What follows belongs to an exercise in optimizing a design on an open flow for small area; a production flow would make more cautious choices.
The RTL of this run was laid out without a check of its function.
Power is estimated from default activity; no workload was simulated.

## flow/design.v

```verilog
module video_box_overlay #(
  parameter int N_BOX   = 8,
  parameter int W_PIX   = 24,
  parameter int W_COORD = 12,
  parameter int W_THK   = 4,
  localparam int W_IDX  = (N_BOX > 1) ? $clog2(N_BOX) : 1
) (
  input  logic               clk,
  input  logic               rstn,
  input  logic               vsync,
  input  logic               hsync,
  input  logic               de,
  input  logic [W_PIX-1:0]   data,
  input  logic               cfg_we,
  input  logic [W_IDX-1:0]   cfg_idx,
  input  logic               cfg_en,
  input  logic               cfg_blend,
  input  logic [W_COORD-1:0] cfg_x,
  input  logic [W_COORD-1:0] cfg_y,
  input  logic [W_COORD-1:0] cfg_w,
  input  logic [W_COORD-1:0] cfg_h,
  input  logic [W_THK-1:0]   cfg_thick,
  input  logic [W_PIX-1:0]   cfg_color,
  output logic               vsync_o,
  output logic               hsync_o,
  output logic               de_o,
  output logic [W_PIX-1:0]   data_o,
  output logic               cfg_commit
);
  localparam int CW     = W_COORD + 1;
  localparam int N_LANE = W_PIX / 8;
  localparam logic [W_COORD-1:0] COORD_MAX = {W_COORD{1'b1}};
  function automatic logic box_hit(
    input logic [W_COORD-1:0] px, input logic [W_COORD-1:0] py,
    input logic [W_COORD-1:0] bx, input logic [W_COORD-1:0] by,
    input logic [W_COORD-1:0] bw, input logic [W_COORD-1:0] bh,
    input logic [W_THK-1:0]   t
  );
    logic [CW-1:0] xe, ye, x0, y0, x1, y1, te, t2;
    logic          outer, inner_ok, inner;
    xe       = {1'b0, px};
    ye       = {1'b0, py};
    x0       = {1'b0, bx};
    y0       = {1'b0, by};
    x1       = x0 + {1'b0, bw};
    y1       = y0 + {1'b0, bh};
    te       = {{(CW-W_THK){1'b0}}, t};
    t2       = {te[CW-2:0], 1'b0};
    outer    = (xe >= x0) && (xe < x1) && (ye >= y0) && (ye < y1);
    inner_ok = (t != {W_THK{1'b0}}) && (t2 < {1'b0, bw}) && (t2 < {1'b0, bh});
    inner    = (xe >= x0 + te) && (xe < x1 - te) && (ye >= y0 + te) && (ye < y1 - te);
    box_hit = outer && !(inner_ok && inner);
  endfunction
  function automatic logic [7:0] lane_avg(input logic [7:0] a, input logic [7:0] b);
    logic [8:0] sum;
    sum = {1'b0, a} + {1'b0, b};
    lane_avg = sum[8:1];
  endfunction
  logic               vsync_prev_r, de_prev_r;
  logic [W_COORD-1:0] x_cnt_r, y_cnt_r;
  logic               vsync_rise_s, de_fall_s;
  logic               pend_en_r    [N_BOX];
  logic               pend_blend_r [N_BOX];
  logic [W_COORD-1:0] pend_x_r     [N_BOX];
  logic [W_COORD-1:0] pend_y_r     [N_BOX];
  logic [W_COORD-1:0] pend_w_r     [N_BOX];
  logic [W_COORD-1:0] pend_h_r     [N_BOX];
  logic [W_THK-1:0]   pend_thick_r [N_BOX];
  logic [W_PIX-1:0]   pend_color_r [N_BOX];
  logic               act_en_r     [N_BOX];
  logic               act_blend_r  [N_BOX];
  logic [W_COORD-1:0] act_x_r      [N_BOX];
  logic [W_COORD-1:0] act_y_r      [N_BOX];
  logic [W_COORD-1:0] act_w_r      [N_BOX];
  logic [W_COORD-1:0] act_h_r      [N_BOX];
  logic [W_THK-1:0]   act_thick_r  [N_BOX];
  logic [W_PIX-1:0]   act_color_r  [N_BOX];
  logic               s1_vs_r, s1_hs_r, s1_de_r;
  logic [W_PIX-1:0]   s1_data_r;
  logic [W_COORD-1:0] s1_x_r, s1_y_r;
  logic               s2_vs_r, s2_hs_r, s2_de_r;
  logic [W_PIX-1:0]   s2_data_r;
  logic [N_BOX-1:0]   s2_hit_r;
  logic               s3_vs_r, s3_hs_r, s3_de_r, s3_hit_r, s3_blend_r;
  logic [W_PIX-1:0]   s3_data_r, s3_color_r;
  logic [N_BOX-1:0]   hit_s;
  logic               sel_hit_s, sel_blend_s;
  logic [W_PIX-1:0]   sel_color_s, blend_s, mix_s;
  assign vsync_rise_s = vsync & ~vsync_prev_r;
  assign de_fall_s    = ~de & de_prev_r;
  always_ff @(posedge clk or negedge rstn) begin
    if (!rstn) begin
      vsync_prev_r <= 1'b0;
      de_prev_r    <= 1'b0;
      x_cnt_r      <= {W_COORD{1'b0}};
      y_cnt_r      <= {W_COORD{1'b0}};
    end else begin
      vsync_prev_r <= vsync;
      de_prev_r    <= de;
      if (de_fall_s)
        x_cnt_r <= {W_COORD{1'b0}};
      else if (de && (x_cnt_r != COORD_MAX))
        x_cnt_r <= x_cnt_r + {{(W_COORD-1){1'b0}}, 1'b1};
      if (vsync_rise_s)
        y_cnt_r <= {W_COORD{1'b0}};
      else if (de_fall_s && (y_cnt_r != COORD_MAX))
        y_cnt_r <= y_cnt_r + {{(W_COORD-1){1'b0}}, 1'b1};
    end
  end
  always_ff @(posedge clk or negedge rstn) begin
    if (!rstn) begin
      for (int i = 0; i < N_BOX; i++) begin
        pend_en_r[i]    <= 1'b0;
        pend_blend_r[i] <= 1'b0;
        pend_x_r[i]     <= {W_COORD{1'b0}};
        pend_y_r[i]     <= {W_COORD{1'b0}};
        pend_w_r[i]     <= {W_COORD{1'b0}};
        pend_h_r[i]     <= {W_COORD{1'b0}};
        pend_thick_r[i] <= {W_THK{1'b0}};
        pend_color_r[i] <= {W_PIX{1'b0}};
        act_en_r[i]     <= 1'b0;
        act_blend_r[i]  <= 1'b0;
        act_x_r[i]      <= {W_COORD{1'b0}};
        act_y_r[i]      <= {W_COORD{1'b0}};
        act_w_r[i]      <= {W_COORD{1'b0}};
        act_h_r[i]      <= {W_COORD{1'b0}};
        act_thick_r[i]  <= {W_THK{1'b0}};
        act_color_r[i]  <= {W_PIX{1'b0}};
      end
      cfg_commit <= 1'b0;
    end else begin
      for (int i = 0; i < N_BOX; i++) begin
        if (cfg_we && (32'(cfg_idx) == i)) begin
          pend_en_r[i]    <= cfg_en;
          pend_blend_r[i] <= cfg_blend;
          pend_x_r[i]     <= cfg_x;
          pend_y_r[i]     <= cfg_y;
          pend_w_r[i]     <= cfg_w;
          pend_h_r[i]     <= cfg_h;
          pend_thick_r[i] <= cfg_thick;
          pend_color_r[i] <= cfg_color;
        end
        if (vsync_rise_s) begin
          act_en_r[i]    <= pend_en_r[i];
          act_blend_r[i] <= pend_blend_r[i];
          act_x_r[i]     <= pend_x_r[i];
          act_y_r[i]     <= pend_y_r[i];
          act_w_r[i]     <= pend_w_r[i];
          act_h_r[i]     <= pend_h_r[i];
          act_thick_r[i] <= pend_thick_r[i];
          act_color_r[i] <= pend_color_r[i];
        end
      end
      cfg_commit <= vsync_rise_s;
    end
  end
  always_comb begin
    hit_s = {N_BOX{1'b0}};
    for (int i = 0; i < N_BOX; i++)
      hit_s[i] = act_en_r[i] & s1_de_r &
                 box_hit(s1_x_r, s1_y_r, act_x_r[i], act_y_r[i],
                         act_w_r[i], act_h_r[i], act_thick_r[i]);
  end
  always_comb begin
    sel_hit_s   = 1'b0;
    sel_blend_s = 1'b0;
    sel_color_s = {W_PIX{1'b0}};
    for (int i = N_BOX - 1; i >= 0; i--) begin
      sel_color_s = s2_hit_r[i] ? act_color_r[i] : sel_color_s;
      sel_blend_s = s2_hit_r[i] ? act_blend_r[i] : sel_blend_s;
      sel_hit_s   = s2_hit_r[i] | sel_hit_s;
    end
  end
  always_comb begin
    blend_s = {W_PIX{1'b0}};
    mix_s   = s3_data_r;
    for (int l = 0; l < N_LANE; l++)
      blend_s[l*8 +: 8] = lane_avg(s3_data_r[l*8 +: 8], s3_color_r[l*8 +: 8]);
    if (!s3_hit_r)
      mix_s = s3_data_r;
    else if (s3_blend_r)
      mix_s = blend_s;
    else
      mix_s = s3_color_r;
  end
  always_ff @(posedge clk or negedge rstn) begin
    if (!rstn) begin
      s1_vs_r    <= 1'b0;
      s1_hs_r    <= 1'b0;
      s1_de_r    <= 1'b0;
      s1_data_r  <= {W_PIX{1'b0}};
      s1_x_r     <= {W_COORD{1'b0}};
      s1_y_r     <= {W_COORD{1'b0}};
      s2_vs_r    <= 1'b0;
      s2_hs_r    <= 1'b0;
      s2_de_r    <= 1'b0;
      s2_data_r  <= {W_PIX{1'b0}};
      s2_hit_r   <= {N_BOX{1'b0}};
      s3_vs_r    <= 1'b0;
      s3_hs_r    <= 1'b0;
      s3_de_r    <= 1'b0;
      s3_data_r  <= {W_PIX{1'b0}};
      s3_hit_r   <= 1'b0;
      s3_blend_r <= 1'b0;
      s3_color_r <= {W_PIX{1'b0}};
      vsync_o    <= 1'b0;
      hsync_o    <= 1'b0;
      de_o       <= 1'b0;
      data_o     <= {W_PIX{1'b0}};
    end else begin
      s1_vs_r    <= vsync;
      s1_hs_r    <= hsync;
      s1_de_r    <= de;
      s1_data_r  <= data;
      s1_x_r     <= x_cnt_r;
      s1_y_r     <= y_cnt_r;
      s2_vs_r    <= s1_vs_r;
      s2_hs_r    <= s1_hs_r;
      s2_de_r    <= s1_de_r;
      s2_data_r  <= s1_data_r;
      s2_hit_r   <= hit_s;
      s3_vs_r    <= s2_vs_r;
      s3_hs_r    <= s2_hs_r;
      s3_de_r    <= s2_de_r;
      s3_data_r  <= s2_data_r;
      s3_hit_r   <= sel_hit_s;
      s3_blend_r <= sel_blend_s;
      s3_color_r <= sel_color_s;
      vsync_o    <= s3_vs_r;
      hsync_o    <= s3_hs_r;
      de_o       <= s3_de_r;
      data_o     <= mix_s;
    end
  end
endmodule
```

## flow/run.sh

```bash
#!/bin/bash
# synth_recipe.tcl (not shown) runs the flow's synth.tcl, then flattens the netlist and writes it again
# the make line also repeats each setting of config.mk as NAME=value (left out here)
make -C /OpenROAD-flow-scripts/flow DESIGN_CONFIG=/design/flow/config.mk WORK_HOME=/design/flow/orfs CLKGATE_MAP_FILE= SYNTH_SCRIPT=/design/flow/synth_recipe.tcl finish
```

## flow/config.mk

```make
export PLATFORM = sky130hd
export DESIGN_NAME = video_box_overlay
export DESIGN_NICKNAME = video_box_overlay
export VERILOG_FILES = /design/flow/design.v
export SDC_FILE = /design/flow/constraint.sdc
export NUM_CORES = 4
export LEC_CHECK = 0
export CAP_MARGIN = 20
export CORE_MARGIN = 2
export CORE_UTILIZATION = 40
export SLEW_MARGIN = 20
export SYNTH_HIERARCHICAL = 0
```

## flow/constraint.sdc

```tcl
create_clock -name core_clock -period 6.0 [get_ports {clk}]
set_input_delay 1.2000 -clock core_clock [delete_from_list [all_inputs] [get_ports {clk}]]
set_output_delay 1.2000 -clock core_clock [all_outputs]
set_load 0.01 [all_outputs]
```

==> reports/metrics.csv <==
stage;metric;value;unit
status;run status;finished clean;
clock_tree;Reg clk slew, reported paths;0.06;ns
logic_synthesis;mapped cell area;0.0876;mm2
clock_tree;htree depth;4;
global_route;first-pass GRT wire length;389000;um
timing;RSZ-0062 raised after global routing;no;
logic_synthesis;area leader, netlist;dfrtp_1;
logic_synthesis;FFs w/ async S/R, synth;100;%
power;power share of the combinational group;41.4;%
placement;port bufs;138;
logic_synthesis;FF+latch count, synth;1439;
global_route;initial antenna violation count;54;
clock_tree;cts hold-fix bufs;0;
timing;total negative slack;0;ns
timing;Final Hold Fails;0;
critical_path;Crit. End Element;register;
layout;fraction of layout instances using a drive strength above 1;17.2;%
detailed_routing;Avg Vias per Cell;5.52;
detailed_routing;vias;62300;
critical_path;kind of critical path;register to register;
floorplan;Initial Util;40.3;%
logic_synthesis;Synth Instances;8092;
power;sequential power share;33.2;%
clock_tree;CTS tree;done;
worst_hold_path;worst hold path class;register to register;
logic_synthesis;leading register cell type out of synthesis;dfrtp_1;
logic_synthesis;most common cell in the synthesized netlist;dfrtp_1;
detailed_routing;drt first pass iters;5;
critical_path;CP max stage cell;a2111oi_2;
logic_synthesis;register area share after synthesis;41.1;%
power;cell area power density;413;mW/mm2
floorplan;Placeable Area;0.217;mm2
power;internal power;25.7;mW
logic_synthesis;leading post-synthesis cells by cell area;dfrtp_1, ha_1, mux2_2, xnor2_1, o21ai_0;
floorplan;row cnt;171;
layout;post-layout net count;9586;
critical_path;Arrival @ worst endpoint;5.92;ns
critical_path;max incr delay on CP;0.71;ns
placement;Detailed Place HPWL;179000;um
critical_path;Critical Path RT;6.66;ns
logic_synthesis;Synthesis Warnings;17;
clock_tree;clock buffer depth;3;
layout;biggest regs;act_color_r (192), pend_color_r (192);
logic_synthesis;Synth top cells by count;dfrtp_1, ha_1, mux2_2, o21ai_0, nand2_1;
critical_path;crit start category;register;
timing;final setup fails;0;
logic_synthesis;count of different cell masters after synthesis;79;
critical_path;crit path max fanout;10;
clock_tree;Clock Latency Late Sink;0.83;ns
floorplan;Die Area;0.223;mm2
detailed_routing;drt initial violations;4208;
logic_synthesis;EDFF count, synth;0;
critical_path;Most common cell on crit path;o21ai_0;
global_route;vias in the first global route;64200;
power;clock power share;25.4;%
clock_tree;CTS sink count;1439;
layout;P&R area growth vs syn;12.6;%
critical_path;crit-path cells;ha_1 > a21o_1 > a21oi_1 > nor2b_1 > o21ai_0 > nor2_1 > nand4_1 > xnor2_1 > ha_1 > o21ai_0 > a2111oi_0 > o41ai_1 > a31oi_1 > o21ai_0 > a2111oi_2 > a211oi_1;
floorplan;Die Y;472;um
clock_tree;Post-CTS Setup Inserts;0;
timing;Final period util;87.7;%
clock_tree;PostCTS Resize Cnt;0;
timing;Max Freq;0.190;GHz
global_route;Overall Global Routing Usage;22.7;%
global_route;largest net degree at the start of global routing;152;
global_route;remaining global-route overflow;0;
timing;clock skew;0.0351;ns
critical_path;r2r setup slk;0.74;ns
placement;Placer Congestion;0.912;
power;Leak;45.2;nW
logic_synthesis;syn_nets;9381;
detailed_routing;final wirelength;253000;um
logic_synthesis;Mean Syn Cell Area;10.8;um2
power;Sw Share;36.9;%
logic_synthesis;share of the synthesized area in the top cell type;41.1;%
power;VDD IR max;0.320;mV
flow_run;max-cap viol count;0;
timing;Slew @ Worst Pin;1.14;ns
timing;Worst slew margin;23.5;%
power;sw power;15.0;mW
clock_tree;CTS buffer count;162;
floorplan;IO Count;139;
detailed_routing;# DRC;0;
timing;Max Slew Vio Count;0;
clock_tree;clock root cell;clkbuf_16;
detailed_routing;WL per Instance;22.4;um
power;Pwr Total;40.8;mW
floorplan;Die X;472;um
detailed_routing;Routed Antenna Nets;0;
timing;minimum clock period;5.26;ns
area by class of cell:
type	count	area, um2
Inverter	498	1870
Clock buffer	208	4490
Sequential cell	1439	36000
Tap cell	2854	3570
Multi-Input combinational cell	5936	49000
Clock inverter	79	1070
Fill cell	20100	119000
Timing Repair Buffer	260	2670
Antenna cell	12	30.0
per-stage QoR:
| stage | setup slack, ns | cells | cell area [um2] | util (%) | hold WS (ns) |
|---|---|---|---|---|---|
| detailed placement | 0.729 | 11000 | 93100 | 42.8 | 0.335 |
| global route | 0.362 | 11300 | 98700 | 45.4 | 0.343 |
| floorplan | 1.76 | 8092 | 87600 | - | 0.331 |
| global placement | 0.0441 | 11000 | 93100 | 42.8 | 0.331 |
| finish | 0.737 | 11300 | 98700 | 45.4 | 0.332 |
| CTS | 0.631 | 11300 | 98700 | 45.4 | 0.329 |
cell usage in the layout, fill, tap and decap left out, drive strengths merged, types with 20 or more instances in the layout:
master	instances
mux2	987
or2	24
nand2b	121
xor2	134
o21bai	42
a2111oi	36
o2111ai	36
clkdlybuf4s50	133
xnor2	368
a211oi	68
buf	127
or4	20
inv	509
nor4	54
dfrtp	1439
nand2	515
o21a	100
nor3	133
a21o	176
nand4	37
a21oi	429
nor2	268
mux2i	47
o211ai	42
a221oi	26
nor2b	145
a31oi	23
ha	1127
o21ai	632
clkbuf	208
fa	51
and3	31
nand3	93
clkinv	42
power groups by stage:
stage / Clock (mW) / Sequential, mW / Combinational [mW]
CTS: 10.6 / 13.5 / 16.9
global placement: 0 / 13.6 / 16.3
detailed placement: 0 / 13.7 / 16.8
global route: 11.0 / 13.8 / 19.2
floorplan: 0 / 13.0 / 12.8
finish: 10.3 / 13.5 / 16.9
cells by family (layout without fill, tap and decap cells):
family / after synthesis / after routing / share of synthesized area, %
XOR/XNOR: 502 / 502 / 5.04
buffers and inverters: 717 / 1045 / 3.07
multiplexers: 1034 / 1034 / 13.2
AND/OR/NAND/NOR: 1494 / 1494 / 8.26
other: 0 / 12 / 0
flip-flops: 1439 / 1439 / 41.1
adder cells (fa/ha/maj): 1187 / 1187 / 17.4
AO/OA/AOI/OAI: 1719 / 1719 / 12.0
worst max-delay path: cells and delay by family, from the launching register on:
family | cells | cell delay (ns)
and+or+nand+nor | 3 | 0.35
adders and majority gates | 2 | 0.62
DFF | 1 | 0.68
xor gates and xnor gates | 1 | 0.08
AOI/OAI and AO/OA | 10 | 3.33
layer usage:
| metal | vias to the layer above | GRT usage, % | share of wire [%] |
|---|---|---|---|
| met2 | 1315 | 37.5 | 47 |
| met1 | 31200 | 30.0 | 44 |
| met4 | 6 | 9.64 | 4.2 |
| met3 | 413 | 2.94 | 4.6 |
| li1 | 29400 | - | - |
| met5 | - | 0 | 0.0095 |
worst paths after layout:
path,startpoint,endpoint,cells after the start
setup / recovery,act_thick_r[2][1],s2_hit_r[2],16
hold reg to reg,s2_data_r[11],s3_data_r[11],0
min in group asynchronous,rstn,data_o[21],1
max in group asynchronous,rstn,pend_y_r[5][10],2
setup reg to reg,act_thick_r[2][1],s2_hit_r[2],16
hold / removal,s2_data_r[11],s3_data_r[11],0

## what the ideal ports hide
In the flow no input, the clock included, has a driving cell. The finished layout below was timed again as built, in two steps.
Step 1 (the two cells are an assumption about what drives the block):
set clk [get_ports {clk}]
set_driving_cell -lib_cell sky130_fd_sc_hd__clkbuf_16 $clk
set_driving_cell -lib_cell sky130_fd_sc_hd__buf_2 [delete_from_list [all_inputs] $clk]
Step 2, shift: input delay + t, output delay - t, t = (earliest + latest rising clock arrival at the registers) / 2. This alone moves slack from input paths to output paths.
a / b / c = ideal / step 1 / step 2; a / b = the first two.
t (ns): 0.912
slack for setup (ns): 0.737 / 0.737 / 0.737
worst setup path after step 2: register to register
After both steps this run still meets setup and hold. For this run, drivers alone change the setup slack by 0.000 ns; drivers and shift together by 0.000 ns.
